From an optimization exercise on the open Yosys and OpenROAD flow, aimed at small area, a short achievable clock period and few clock cycles per item; shortcuts taken in it are not production practice.
Only the layout flow was run in this run; the RTL was not checked for function there.

<file path="design/flow/run.sh">
#!/bin/bash
# synth_recipe.tcl (not shown) runs the flow's synth.tcl, then flattens the netlist and writes it again
# the make line also repeats each setting of config.mk as NAME=value (left out here)
make -C /OpenROAD-flow-scripts/flow DESIGN_CONFIG=/design/flow/config.mk WORK_HOME=/design/flow/orfs CLKGATE_MAP_FILE= SYNTH_SCRIPT=/design/flow/synth_recipe.tcl finish
</file>
<file path="design/flow/config.mk">
export PLATFORM = sky130hd
export DESIGN_NAME = digitClassifier
export DESIGN_NICKNAME = digitClassifier
export VERILOG_FILES = /design/flow/design.v
export SDC_FILE = /design/flow/constraint.sdc
export NUM_CORES = 4
export LEC_CHECK = 0
export CAP_MARGIN = 20
export CORE_MARGIN = 2
export CORE_UTILIZATION = 40
export SLEW_MARGIN = 20
</file>
<file path="design/flow/constraint.sdc">
create_clock -name core_clock -period 10.0 [get_ports {clk}]
set_input_delay 2.0000 -clock core_clock [delete_from_list [all_inputs] [get_ports {clk}]]
set_output_delay 2.0000 -clock core_clock [all_outputs]
set_load 0.01 [all_outputs]
</file>
<file path="design/flow/design.v">
`default_nettype none
package cnnDataPkg;
    typedef logic signed [7:0] pixel_t;
    typedef logic signed [19:0] convSum_t;
    typedef logic [6:0] feature_t;
    typedef logic signed [19:0] score_t;
    typedef logic [1:0] classIdx_t;
    typedef logic [7-1:0] memAddr_t;
endpackage
`default_nettype wire
`default_nettype none
package cnnCtrlPkg;
    typedef enum logic [2:0] {
        ConvIdle,
        ConvFetchPixel,
        ConvFetchWeight,
        ConvAccumulate,
        ConvPoolUpdate,
        ConvEmit,
        ConvFinish
    } convState_t;
    typedef enum logic [1:0] {
        DenseIdle,
        DenseFetchWeight,
        DenseAccumulate
    } denseState_t;
    typedef enum logic [1:0] {
        SelIdle,
        SelCompare,
        SelReport
    } selState_t;
    typedef enum logic [1:0] {
        ReqNone,
        ReqConv,
        ReqDense
    } requester_t;
endpackage
`default_nettype wire
`timescale 1ns/100ps
`default_nettype none
module digitClassifier
(
    input  logic      clk,
    input  logic      rst,
    input  logic      start,
    input  logic      wrEn,
    input  cnnDataPkg::memAddr_t  wrAddr,
    input  cnnDataPkg::pixel_t    wrData,
    output logic      busy,
    output logic      done,
    output cnnDataPkg::classIdx_t classIdx,
    output cnnDataPkg::score_t    bestScore
);
    logic                 wv;        
    cnnDataPkg::memAddr_t wa;        
    cnnDataPkg::pixel_t   wd;        
    logic                 replay;    
    logic [5:0]           rcnt;      
    logic                 rv;        
    cnnDataPkg::pixel_t   rdData;    
    always_ff @(posedge clk) begin
        wv <= wrEn && !busy;
        if (replay) begin
            wa <= {1'b0, rcnt};
            wd <= rdData;
        end else begin
            wa <= wrAddr;
            wd <= wrData;
        end
    end
    cnnDataPkg::pixel_t mem [109];
    always_ff @(posedge clk) begin
        for (int a = 0; a < 109; a++) begin
            if (wv && wa == 7'(a)) begin
                mem[a] <= wd;
            end
        end
    end
    always_comb begin
        rdData = '0;
        for (int a = 0; a < 64; a++) begin
            if (rcnt == 6'(a)) begin
                rdData = rdData | mem[a];
            end
        end
    end
    logic       ev;         
    logic       evPrev;
    logic [5:0] nexp;       
    logic       passDone;   
    logic       passDoneNext;
    logic       accept;
    assign ev = rv || (wv && !wa[6] && (wa[5:0] == 6'd0 || (evPrev && wa[5:0] == nexp)));
    always_comb begin
        passDoneNext = passDone;
        if (ev && wa[5:0] == 6'd63) begin
            passDoneNext = 1'b1;
        end else if (wv) begin
            passDoneNext = 1'b0;
        end
    end
    assign accept = start && !busy;
    always_ff @(posedge clk or negedge rst) begin
        if (!rst) begin
            evPrev   <= 1'b0;
            passDone <= 1'b0;
            replay   <= 1'b0;
            rv       <= 1'b0;
        end else begin
            evPrev   <= ev;
            passDone <= passDoneNext;
            rv       <= replay;
            if (accept && !passDoneNext) begin
                replay <= 1'b1;
            end else if (rcnt == 6'd63) begin
                replay <= 1'b0;
            end
        end
    end
    always_ff @(posedge clk) begin
        nexp <= wa[5:0] + 6'd1;
        if (!replay) begin
            rcnt <= '0;
        end else begin
            rcnt <= rcnt + 6'd1;
        end
    end
    cnnDataPkg::pixel_t lb [18];    
    cnnDataPkg::pixel_t win [9];
    logic signed [19:0] convSum;
    always_ff @(posedge clk) begin
        lb[0] <= wd;
        for (int k = 1; k < 18; k++) begin
            lb[k] <= lb[k-1];
        end
    end
    assign win[8] = wd;      
    assign win[7] = lb[0];   
    assign win[6] = lb[1];   
    assign win[5] = lb[7];   
    assign win[4] = lb[8];
    assign win[3] = lb[9];
    assign win[2] = lb[15];  
    assign win[1] = lb[16];
    assign win[0] = lb[17];
    logic signed [15:0] prod [9];
    always_comb begin
        for (int t = 0; t < 9; t++) begin
            prod[t] = $signed(win[t]) * $signed(mem[64 + t]);
        end
    end
    assign convSum = 20'(prod[0]) + 20'(prod[1]) + 20'(prod[2])
                   + 20'(prod[3]) + 20'(prod[4]) + 20'(prod[5])
                   + 20'(prod[6]) + 20'(prod[7]) + 20'(prod[8]);
    logic               v1;
    logic [5:0]         pos1;
    logic signed [19:0] c1;
    always_ff @(posedge clk or negedge rst) begin
        if (!rst) begin
            v1 <= 1'b0;
        end else begin
            v1 <= ev && wa[5:4] != 2'b00 && wa[2:1] != 2'b00;
        end
    end
    always_ff @(posedge clk) begin
        pos1 <= wa[5:0];
        c1   <= convSum;
    end
    cnnDataPkg::feature_t q1;
    cnnDataPkg::feature_t hold1;     
    cnnDataPkg::feature_t pair1;
    cnnDataPkg::feature_t pq [3];    
    cnnDataPkg::feature_t poolMax;
    logic [1:0] pr1;
    logic [1:0] pc1;
    always_comb begin
        if (c1[19]) begin
            q1 = '0;
        end else if (c1[18:11] != '0) begin
            q1 = 7'(127);
        end else begin
            q1 = c1[10:4];
        end
    end
    assign pair1   = (q1 > hold1) ? q1 : hold1;
    assign poolMax = (pq[2] > pair1) ? pq[2] : pair1;
    assign pr1 = 2'((pos1[5:3] - 3'd2) >> 1);
    assign pc1 = 2'((pos1[2:0] - 3'd2) >> 1);
    logic                 v2;
    cnnDataPkg::feature_t f2;
    logic [8:0]           fsel2;     
    always_ff @(posedge clk or negedge rst) begin
        if (!rst) begin
            v2 <= 1'b0;
        end else begin
            v2 <= v1 && pos1[3] && pos1[0];
        end
    end
    always_ff @(posedge clk) begin
        if (v1 && !pos1[0]) begin
            hold1 <= q1;
        end
        if (v1 && pos1[0]) begin
            pq[0] <= pair1;
            pq[1] <= pq[0];
            pq[2] <= pq[1];
        end
        f2 <= poolMax;
        for (int i = 0; i < 9; i++) begin
            fsel2[i] <= (4'(pr1) * 4'd3 + 4'(pc1)) == 4'(i);
        end
    end
    cnnDataPkg::score_t [4-1:0] scores;
    cnnDataPkg::pixel_t [4-1:0] w2;
    logic signed [15:0] dprod [4];
    logic scoresFinal;
    always_comb begin
        for (int c = 0; c < 4; c++) begin
            w2[c] = '0;
            for (int i = 0; i < 9; i++) begin
                if (fsel2[i]) begin
                    w2[c] = w2[c] | mem[73 + i * 4 + c];
                end
            end
        end
    end
    always_comb begin
        for (int c = 0; c < 4; c++) begin
            dprod[c] = $signed({1'b0, f2}) * $signed(w2[c]);
        end
    end
    always_ff @(posedge clk) begin
        if (v2) begin
            for (int c = 0; c < 4; c++) begin
                scores[c] <= (fsel2[0] ? 20'sd0 : scores[c]) + 20'(dprod[c]);
            end
        end
    end
    always_ff @(posedge clk or negedge rst) begin
        if (!rst) begin
            scoresFinal <= 1'b0;
        end else if (v2) begin
            scoresFinal <= fsel2[8];
        end
    end
    logic                  report;
    logic                  sel01;
    logic                  sel23;
    logic                  selHi;
    cnnDataPkg::score_t    best01;
    cnnDataPkg::score_t    best23;
    assign report = busy && !done && !replay && !rv && scoresFinal;
    assign sel01  = $signed(scores[1]) > $signed(scores[0]);
    assign sel23  = $signed(scores[3]) > $signed(scores[2]);
    assign best01 = sel01 ? scores[1] : scores[0];
    assign best23 = sel23 ? scores[3] : scores[2];
    assign selHi  = $signed(best23) > $signed(best01);
    always_ff @(posedge clk or negedge rst) begin
        if (!rst) begin
            busy <= 1'b0;
            done <= 1'b0;
        end else begin
            done <= report;
            if (accept) begin
                busy <= 1'b1;
            end else if (done) begin
                busy <= 1'b0;
            end
        end
    end
    always_ff @(posedge clk) begin
        if (report) begin
            classIdx  <= selHi ? {1'b1, sel23} : {1'b0, sel01};
            bestScore <= selHi ? best23 : best01;
        end
    end
endmodule
`default_nettype wire
</file>
==> summary.txt <==
- The master of the slowest instance on the critical path is dfxtp_4.
- In this run, post-CTS hold repair placed 0 buffers.
- The die outline width is 450 µm.
- For this run, asynchronously set or reset flops after synthesis account for 0.00737.
- The number of buffers inserted by port buffering is 42.
- The longest clock path from root to sink contains 3 buffers.
- At the end of routability-driven placement, the weighted congestion stood at 0.932.
- The category of the most critical setup path is reg2reg.
- Of the cells placed in the final design, the portion with a size suffix greater than 1 is 0.0607.
- The total overflow left after global routing is 0.
- The final layout contains 8039 nets.
- The worst setup path is captured at a flop.
- In this run the tightest slew margin relative to its limit is 0.120.
- In the final layout, flip-flops and latches occupy 0.0346 mm².
- Across the routed clock network, the largest skew measured is 0.0629 ns.
- STA classifies the critical path startpoint as a flop.
- Pin placement for this block handled 43 I/O pins.
- Summing all multi-input logic gate instances after layout gives 0.0404 mm².
- The total number of H-tree levels is 4.
- The final-report setup violation count is 0.
- The worst hold-check path type is reg2reg.
- Counting flops with a built-in enable in the synthesized netlist gives 1002.
- Max-cap violations in this run came to 0.
- The critical path's largest stage delay is 0.68 ns.
- Of the synthesized area, sequential elements account for 0.434.
- The number of hold-slack violations in the final timing report is 0.
- For this block, the initial DRC count from the detailed router was 4919.
- The worst endpoint data arrival time is 9.19 ns.
- The number of buffer and inverter stages on the critical path is 5.
- The total track usage is 0.223.
- Each instance of the synthesized netlist takes up on average 12.5 µm².
- Counting the buffers created by CTS gives 134.
- Traced cell by cell, the critical path runs through and2_1 -> fa_1 -> fa_1 -> fa_1 -> inv_1 -> fa_1 -> inv_1 -> fa_1 -> fa_1 -> inv_1 -> fa_1 -> fa_1 -> fa_1 -> inv_1 -> fa_1 -> ha_1 -> inv_1 -> o21a_1 -> o311ai_0 -> a21oi_1 -> o21ai_0 -> a31oi_1 -> xnor2_1.
- For this run, design rule violations remaining after detail routing come to 0.
- The die boundary height is 450 µm.
- Detailed placement finished with a half-perimeter wire length of 168 mm.
- The fraction of the cycle the final worst path needs is 0.850.
- Data on the critical path is required at its endpoint by 10.68 ns.
- The dominant synthesized flop cell is edfxtp_1.
- The setup TNS is 0 ns.
- The root buffer cell is clkbuf_16.
- Summing all placed instances gives a cell area of 0.0838 mm².
- The cell area after layout is 0.0883 mm².
- The core region area is 0.197 mm².
- The cell count after synthesis came out at 6383.
- Relative to the synthesized area, the layout overhead comes to 11.1%.
- Setup repair after global routing left no endpoint under its margin.
- The most prevalent standard cell on the critical path is fa_1.
- TritonCTS built the clock tree.
- The number of setup buffers added after CTS is 0.
- The count of synthesis-stage warnings from yosys is 7.
- The flow ran to the end and the layout has no timing, DRC or antenna violations.
- Clock tree synthesis found a total of 1221 sinks.
- The worst slack after detailed placement is 1.49 ns.
- The first global-routing pass estimated 338 mm of wire.
- In this run, distinct cell masters in the synthesized netlist total 76.
- The insertion delay of the later-clocked pin in the worst-skew pair is 0.81 ns.
- The number of antenna violations at the first check in global routing is 5.
- The vias per cell is 5.36.
- Clock-pin slew was measured on the worst setup and hold paths at 0.06 ns.
- Static timing analysis puts the maximum clock frequency at 0.118 GHz.
- The overall via count from detail_route is 50048.
- In the final routed layout, each cell accounts on average for 23.9 µm.
- The least setup slack across all paths after layout is 1.50 ns.
- The remaining antenna violation count after routing is 0.
- The pre-antenna-repair detailed-routing pass consisted of 9 iterations.
- Counting the fill cells in the layout gives 18100.
- The number of max-slew violations in the final report was 0.
- The initial utilization of the core area, before any placement, comes to 0.403.
- The post-synthesis net count is 7838.
- The synthesized netlist occupies a cell area of 0.0795 mm².
- At the pin with the least slew margin, the transition time is 1.32 ns.
- The family with the most delay on the worst path is adder cells.
- The number of global-route vias before repair came to 52691.
- The largest net degree at the start of global routing is 84.
- The initialized floorplan defines 163 standard-cell rows.
- The area of the die is 0.202 mm².
- The routed design could run at a clock period as short as 8.50 ns.
- Of all nets on the critical path, the largest fanout is 36.
- Synthesis inferred 1221 register bits.
- For this block, the routed nets add up to 223 mm of wire.
- The count of cells resized by post-cts repair is 0.
## worst register-to-register path, delay by kind of cell, from the launching register on
| family | cells | cell delay [ns] |
|---|---|---|
| compound gates | 5 | 1.45 |
| xor+xnor | 1 | 0.14 |
| fa+ha+maj | 11 | 5.25 |
| buf+inv | 5 | 0.29 |
| flops | 1 | 0.68 |
| simple gates | 1 | 0.57 |
## cells in the final DEF (no fill, tap or decap), drive strengths merged, types with 37 or more instances in the layout
master / netlist / final
nor2b: 211 / 211
a22oi: 171 / 171
nor3: 42 / 42
inv: 1124 / 1133
dfxtp: 210 / 210
a22o: 65 / 65
nor2: 317 / 317
o21ai: 59 / 59
and2: 291 / 291
xor2: 39 / 39
clkdlybuf4s50: 0 / 42
a222oi: 37 / 37
xnor2: 118 / 118
clkbuf: 81 / 166
nand2: 345 / 345
a21oi: 114 / 114
fa: 919 / 919
ha: 517 / 517
a21o: 44 / 44
clkinv: 0 / 52
edfxtp: 1002 / 1002
buf: 21 / 125
a221oi: 95 / 95
mux2i: 69 / 69
nand2b: 70 / 70
nand3: 95 / 95
nand4: 56 / 56
## kinds of logic (layout without fill, tap and decap cells)
logic type | count (synthesis) | after routing | share of synthesized area
buf+inv | 1226 | 1533 | 0.0585
fa+ha+maj | 1436 | 1436 | 0.313
other cells | 0 | 3 | 0
mux | 84 | 84 | 0.0108
compound gates | 727 | 727 | 0.0679
simple gates | 1532 | 1532 | 0.0986
xor+xnor | 157 | 157 | 0.0173
flops | 1221 | 1221 | 0.434
## layer usage
metal,GRT usage,up-vias,part of all wire
met2,0.360,2023,0.47
met3,0.0479,420,0.085
met1,0.295,25672,0.41
met5,0,-,0.000049
li1,-,21931,-
met4,0.0811,2,0.040
## metrics by stage
step	hold slack (ns)	cells	utilization
2_1_floorplan	0.310	6383	-
3_3_place_gp	0.310	9084	0.424
3_5_place_dp	0.312	9087	0.425
4_1_cts	0.311	9329	0.447
5_1_grt	0.301	9331	0.447
6_report	0.305	9333	0.447
## sequential cells by signal, summed over array words and instances, names as in the netlist, 2 cells and up
register	count
scores	80
fsel2	9
bestScore	20
nexp	6
pos1	6
classIdx	2
f2	7
pq	21
rcnt	6
wd	8
lb	144
c1	16
hold1	7
mem	872
wa	7
## area by class of cell
class                           count  area share
Multi-Input combinational cell   3936       0.458
Timing Repair Buffer              167      0.0153
Inverter                         1124      0.0478
Sequential cell                  1221       0.391
Tap cell                         2640      0.0374
Clock inverter                     76     0.00982
Clock buffer                      166      0.0406
Antenna cell                        3   0.0000850
## cell usage after synthesis, drive strengths merged, types with 95 or more instances
master / n / share of area
nand3: 95 / 0.0060
edfxtp: 1002 / 0.38
fa: 919 / 0.23
inv: 1124 / 0.053
nor2: 317 / 0.015
xnor2: 118 / 0.013
ha: 517 / 0.081
nor2b: 211 / 0.017
nand2: 345 / 0.016
a221oi: 95 / 0.011
a22oi: 171 / 0.016
a21oi: 114 / 0.0072
and2: 291 / 0.023
dfxtp: 210 / 0.053
## worst paths after layout
kind	slack [ns]	endpoint	cells after the start	startpoint
worst max-delay path	1.50	c1[19]$_DFF_P_	23	wd[7]$_DFF_P_
worst min-delay path	0.31	lb[15][7]$_DFF_P_	0	lb[14][7]$_DFF_P_
worst max register to register	1.50	c1[19]$_DFF_P_	23	wd[7]$_DFF_P_
worst min register to register	0.31	lb[15][7]$_DFF_P_	0	lb[14][7]$_DFF_P_
max in group asynchronous	8.18	v2$_DFF_PN0_	1	rst
min in group asynchronous	1.50	replay$_DFFE_PN0P_	1	rst

-- re-timing with driven ports --
The flow's constraints put no driver on any port. The routed layout listed below was extracted and timed again, unchanged, in two steps.
Step 1 sets driving cells, clkbuf_16 on the clock port and buf_2 on the other inputs (assumed; they add their load-dependent delay and slew).
Step 2 adds t to the input delays and takes it off the output delays; t is the mean of the earliest and latest rising clock arrival at the registers after step 1. Input paths then give back, and output paths get back, about the clock's delay inside the block.
Three values: ideal ports, drivers, drivers and shift; two values: the first two.
shift t [ns]: 0.879
slack for setup (ns): 1.496 / 1.496 / 1.496
hold slack, ns: 0.305 / 0.305 / 0.305
worst slew at a driven data input, ns: 0.16
cell pins on the clock port's net: 1
After both steps this run still meets setup and hold. The setup slack of this run moves by 0.000 ns with the drivers and by 0.000 ns with both steps.
